This design comes from an exercise in tuning for small area on the open sky130 flow, not from production work.
Where RTL was checked, it was by simulation tests only, not by an equivalence proof against the original.
No activity file was given, so power comes from the tool's default toggle rates.

==> module throttle_buffer, before the edit <==
module throttle_buffer (
    input  logic                              pixel_clk_i,
    input  logic                              pixel_reset_n_i,
    input  logic [flow_ctrl_pkg::ENTRY_W-1:0] wr_data_i,
    input  logic                              wr_en_i,
    input  logic                              pop_i,
    output logic [flow_ctrl_pkg::ENTRY_W-1:0] rd_data_o,
    output logic                              empty_o,
    output logic                              overflow_pulse_o
);
    localparam int SLOTS = 31;
    logic [flow_ctrl_pkg::ENTRY_W-1:0] mem [SLOTS];
    logic [4:0]                        wr_ptr;
    logic [4:0]                        last_ptr;              
    logic [4:0]                        used;
    logic                              full_q;
    logic                              wr_ok;
    logic [SLOTS-1:0]                  rd_sel;
    assign empty_o          = used == '0;
    assign wr_ok            = wr_en_i & ~full_q;
    assign overflow_pulse_o = wr_en_i & full_q;               
    always_ff @(posedge pixel_clk_i or negedge pixel_reset_n_i) begin
        if (!pixel_reset_n_i) begin
            wr_ptr   <= '0;
            last_ptr <= 5'd30;
            used     <= '0;
            full_q   <= 1'b0;
        end else begin
            full_q <= used >= 5'd30;
            used   <= used + {4'd0, wr_ok} - {4'd0, pop_i};
            if (wr_ok) begin
                wr_ptr <= (wr_ptr == 5'd30) ? 5'd0 : wr_ptr + 5'd1;
            end
            if (pop_i) begin
                last_ptr <= (last_ptr == 5'd30) ? 5'd0 : last_ptr + 5'd1;
            end
        end
    end
    logic [SLOTS-1:0] row_we;
    logic [SLOTS-1:0] row_keep;
    always_comb begin
        for (int i = 0; i < SLOTS; i++) begin
            row_we[i]   = wr_ok & (wr_ptr == 5'(i));
            row_keep[i] = ~row_we[i];
        end
    end
    for (genvar i = 0; i < SLOTS; i++) begin : g_row
        logic [flow_ctrl_pkg::ENTRY_W-1:0] row_d;
        for (genvar b = 0; b < flow_ctrl_pkg::ENTRY_W; b++) begin : g_bit
            ao_sel #(.N(2)) hold_i (
                .sel_i({row_we[i], row_keep[i]}),
                .d_i({wr_data_i[b], mem[i][b]}),
                .y_o(row_d[b])
            );
        end
        always_ff @(posedge pixel_clk_i) begin
            mem[i] <= row_d;
        end
    end
    always_comb begin
        for (int i = 0; i < SLOTS; i++) rd_sel[i] = last_ptr == 5'(i);
    end
    for (genvar b = 0; b < flow_ctrl_pkg::ENTRY_W; b++) begin : g_rd
        logic [SLOTS-1:0] col;
        for (genvar i = 0; i < SLOTS; i++) begin : g_col
            assign col[i] = mem[i][b];
        end
        ao_sel #(.N(SLOTS)) rd_or_i (.sel_i(rd_sel), .d_i(col), .y_o(rd_data_o[b]));
    end
endmodule
==> flow/config.mk <==
export PLATFORM = sky130hd
export DESIGN_NAME = flow_control_top
export DESIGN_NICKNAME = flow_control_top
export VERILOG_FILES = /design/flow/design.v
export SDC_FILE = /design/flow/constraint.sdc
export NUM_CORES = 4
export LEC_CHECK = 0
export CAP_MARGIN = 20
export CORE_MARGIN = 2
export CORE_UTILIZATION = 35
export PLACE_DENSITY = 0.55
export SLEW_MARGIN = 20
export SYNTH_HIERARCHICAL = 1
export SYNTH_MINIMUM_KEEP_SIZE = 0
==> flow/constraint.sdc <==
create_clock -name core_clock -period 12.0 [get_ports {pixel_clk_i}]
set_input_delay 2.4000 -clock core_clock [delete_from_list [all_inputs] [get_ports {pixel_clk_i}]]
set_output_delay 2.4000 -clock core_clock [all_outputs]
set_load 0.01 [all_outputs]
standard.sh (not shown) runs the stock make flow with config.mk's settings and CLKGATE_MAP_FILE= SYNTH_SCRIPT=/design/flow/synth_recipe.tcl, a recipe that flattens the netlist after the stock synthesis.
==> flow/flow/run.sh <==
#!/bin/bash
# Layout flow: the standard layout (standard.sh) with a lighter clock tree
# (no dummy loads, clkbuf_8 leaf clusters of up to 14 sinks) and single-drive
# port buffers. standard.sh's own output goes to standard_flow.log; ORFS keeps
# each step's log under orfs/logs.
set -euo pipefail
export CTS_ARGS="-sink_clustering_enable -repair_clock_nets -dont_use_dummy_load -buf_list sky130_fd_sc_hd__clkbuf_8 -sink_clustering_size 14 -sink_clustering_max_diameter 50"
export BUFFER_PORTS_ARGS="-buffer_cell sky130_fd_sc_hd__buf_1"
bash standard.sh > standard_flow.log 2>&1
Then changed:
--- a/flow/design.v
+++ b/flow/design.v
@@ -138,27 +138,11 @@
                 last_ptr <= (last_ptr == 5'd30) ? 5'd0 : last_ptr + 5'd1;
             end
         end
     end
-    logic [SLOTS-1:0] row_we;
-    logic [SLOTS-1:0] row_keep;
-    always_comb begin
-        for (int i = 0; i < SLOTS; i++) begin
-            row_we[i]   = wr_ok & (wr_ptr == 5'(i));
-            row_keep[i] = ~row_we[i];
-        end
-    end
-    for (genvar i = 0; i < SLOTS; i++) begin : g_row
-        logic [flow_ctrl_pkg::ENTRY_W-1:0] row_d;
-        for (genvar b = 0; b < flow_ctrl_pkg::ENTRY_W; b++) begin : g_bit
-            ao_sel #(.N(2)) hold_i (
-                .sel_i({row_we[i], row_keep[i]}),
-                .d_i({wr_data_i[b], mem[i][b]}),
-                .y_o(row_d[b])
-            );
-        end
-        always_ff @(posedge pixel_clk_i) begin
-            mem[i] <= row_d;
+    always_ff @(posedge pixel_clk_i) begin
+        if (wr_ok) begin
+            mem[wr_ptr] <= wr_data_i;
         end
     end
     always_comb begin
         for (int i = 0; i < SLOTS; i++) rd_sel[i] = last_ptr == 5'(i);
Result: Combinational power is about the same; clock skew went up by 0.051 ns; design area grows by 2.5%; via count came out lower by 23%; flip-flop and latch count stays the same; routed wire length is lower by 16%; global-route usage is lower by 4.5 points; total power goes down by 8.0%; maximum frequency goes down by 8.1%; final cell count falls by 16%; hold slack got worse by 0.0043 ns.
For the first run of this note, only the layout was checked, not whether the RTL still works.


Another version of the RTL of flow_control_top (not shown whole).
For scale: about 6,300 cells after synthesis, about 250 I/O pins, ~76,000 um^2 of cells after synthesis.
==> flow/config.mk <==
export PLATFORM = sky130hd
export DESIGN_NAME = flow_control_top
export DESIGN_NICKNAME = flow_control_top
export VERILOG_FILES = /design/flow/design.v
export SDC_FILE = /design/flow/constraint.sdc
export NUM_CORES = 4
export LEC_CHECK = 0
export CAP_MARGIN = 20
export CORE_MARGIN = 2
export CORE_UTILIZATION = 35
export PLACE_DENSITY = 0.55
export SLEW_MARGIN = 20
export SYNTH_HIERARCHICAL = 1
export SYNTH_MINIMUM_KEEP_SIZE = 0
==> flow/constraint.sdc <==
create_clock -name core_clock -period 12.0 [get_ports {pixel_clk_i}]
set_input_delay 2.4000 -clock core_clock [delete_from_list [all_inputs] [get_ports {pixel_clk_i}]]
set_output_delay 2.4000 -clock core_clock [all_outputs]
set_load 0.01 [all_outputs]
Scripts as last shown in full above: flow/flow/run.sh
Rerun with:
--- a/flow/design.v
+++ b/flow/design.v
@@ -393,18 +393,20 @@
     logic                                 end_pending_q;    
     logic                                 end_seen;
     logic                                 end_done;
     logic                                 type_ok;
     logic                                 is_raw8;
     logic                                 is_raw10;
     logic                                 is_rgb;
     logic [1:0]                           bytes_pp;
     logic [3:0]                           n_bytes;
+    logic [2:0]                           pixel_valid_q;    
+    assign pixel_valid_o = {pixel_valid_q[2], pixel_valid_q};
     logic [3:0][3:0]                      lane_pos;         
     assign mask = entry_i[flow_ctrl_pkg::IN_LANES-1:0];
     assign is_start = entry_valid_q & ~in_frame_q & (&mask) &
                       (entry_i[flow_ctrl_pkg::ENTRY_W-1:flow_ctrl_pkg::IN_LANES] == '0);
     assign is_end   = entry_valid_q & (mask == '0);
     assign insert   = entry_valid_q & in_frame_q & ~is_end;
     always_comb begin
         case (ppc_code_i)
             2'd0:    shift = 3'd1;
@@ -413,19 +415,34 @@
         endcase
     end
     assign ppc_fill = {1'b0, shift};
     assign is_raw8  = data_type_i == flow_ctrl_pkg::DT_RAW8;
     assign is_raw10 = data_type_i == flow_ctrl_pkg::DT_RAW10;
     assign is_rgb   = data_type_i == flow_ctrl_pkg::DT_RGB888;
     assign type_ok  = is_raw8 | is_raw10 | is_rgb;
     assign fit_mask = is_rgb ? 4'b0011 : 4'b1111;             
     assign bytes_pp = is_rgb ? 2'd3 : is_raw10 ? 2'd2 : 2'd1;
-    assign n_bytes = {1'b0, shift} * {2'b00, bytes_pp};
+    logic [1:0] beat_bpp_q;
+    always_ff @(posedge pixel_clk_i) begin
+        if (!stream_stall_i) begin
+            beat_bpp_q <= bytes_pp;
+        end
+    end
+    always_comb begin
+        n_bytes = '0;
+        case (pixel_valid_o)
+            4'b0001: n_bytes = {2'b00, beat_bpp_q};
+            4'b0011: n_bytes = {1'b0, beat_bpp_q, 1'b0};
+            4'b1111: n_bytes = {beat_bpp_q, 2'b00};
+            default: n_bytes = '0;
+        endcase
+        byte_valid_o = ~(12'hFFF << n_bytes);
+    end
     always_comb begin
         insert_cnt = '0;
         for (int i = 0; i < flow_ctrl_pkg::IN_LANES; i++) begin
             insert_cnt = insert_cnt + {3'b000, mask[i] & fit_mask[i]};
         end
     end
     assign extract   = ~stream_stall_i & (fill_q >= ppc_fill);
     assign fill_o    = extract ? fill_q - ppc_fill : fill_q;
     assign end_seen  = is_end | end_pending_q;
@@ -457,33 +474,31 @@
         end
     end
     always_ff @(posedge pixel_clk_i or negedge pixel_reset_n_i) begin
         if (!pixel_reset_n_i) begin
             entry_valid_q      <= 1'b0;
             end_pending_q      <= 1'b0;
             in_frame_q         <= 1'b0;
             fill_q             <= '0;
             frame_valid_sync_o <= 1'b0;
-            pixel_valid_o      <= '0;
-            byte_valid_o       <= '0;
+            pixel_valid_q      <= '0;
         end else begin
             entry_valid_q <= pop_o;                           
             fill_q        <= fill_next;                       
             end_pending_q <= end_seen & ~end_done;
             if (is_start) begin
                 in_frame_q <= 1'b1;
             end else if (end_done) begin
                 in_frame_q <= 1'b0;
             end
             if (!stream_stall_i) begin
                 frame_valid_sync_o <= in_frame_q | is_start;  
-                pixel_valid_o <= (extract && type_ok) ? ~(4'hF << shift) : '0;
-                byte_valid_o  <= (extract && type_ok) ? ~(12'hFFF << n_bytes) : '0;
+                pixel_valid_q <= (extract && type_ok) ? {shift[2], |shift[2:1], 1'b1} : '0;
             end
         end
     end
     logic [2:0]  out_sel;
     logic [3:0]  rgb_sel;                                     
     logic [95:0] pixel_data_d;
     assign out_sel = {stream_stall_i, ~stream_stall_i & is_raw8, ~stream_stall_i & is_raw10};
     always_comb begin
         for (int k = 0; k < 4; k++) rgb_sel[k] = ~stream_stall_i & is_rgb & ~rgb888_zero_i[k];
After rerunning: Maximum frequency is higher by 3.1%; worst setup slack gets better by 0.22 ns; total power came out higher by 1.3%; first-iteration DRC count drops by 7.2%; clock-buffer cell count drops by 2; core utilization is lower by 0.20 points; area after synthesis decreases by 0.88%; hold slack stays flat; clock power hardly moves; routed wire length came out lower by 2.7%.

## afterwards: timing with drivers on the ports
No port has a modelled driver above. Below, the same layouts with a new extraction and two added sets of constraints. Step 1 (the two cells are an assumption about what drives the block):
set clk [get_ports {pixel_clk_i}]
set_driving_cell -lib_cell sky130_fd_sc_hd__clkbuf_16 $clk
set_driving_cell -lib_cell sky130_fd_sc_hd__buf_2 [delete_from_list [all_inputs] $clk]
Step 2, shift: input delay + t, output delay - t, t = (earliest + latest rising clock arrival at the registers) / 2. This alone moves slack from input paths to output paths. Three values: no drivers, after step 1, after step 2; two values: the first two.
| run | shift t [ns] | slack for setup (ns) | hold slack, ns | worst setup path at the end |
|---|---|---|---|---|
| the first run of note 1 | 1.013 | 4.635 / 4.635 / 4.106 | 0.457 / 0.457 / 0.457 | input to register |
| the second run of note 1 | 1.006 | 3.987 / 3.987 / 3.987 | 0.453 / 0.453 / 0.453 | register to register |
| the first run of note 2 | 1.038 | 4.742 / 4.742 / 4.431 | 0.454 / 0.454 / 0.454 | input to register |
| the second run of note 2 | 0.997 | 4.963 / 4.963 / 4.242 | 0.455 / 0.455 / 0.455 | input to register |
After both steps setup and hold are still met in every run listed. The setup slack of the second run of note 2, which loses most, moves by 0.000 ns with the drivers and by -0.721 ns with both steps.
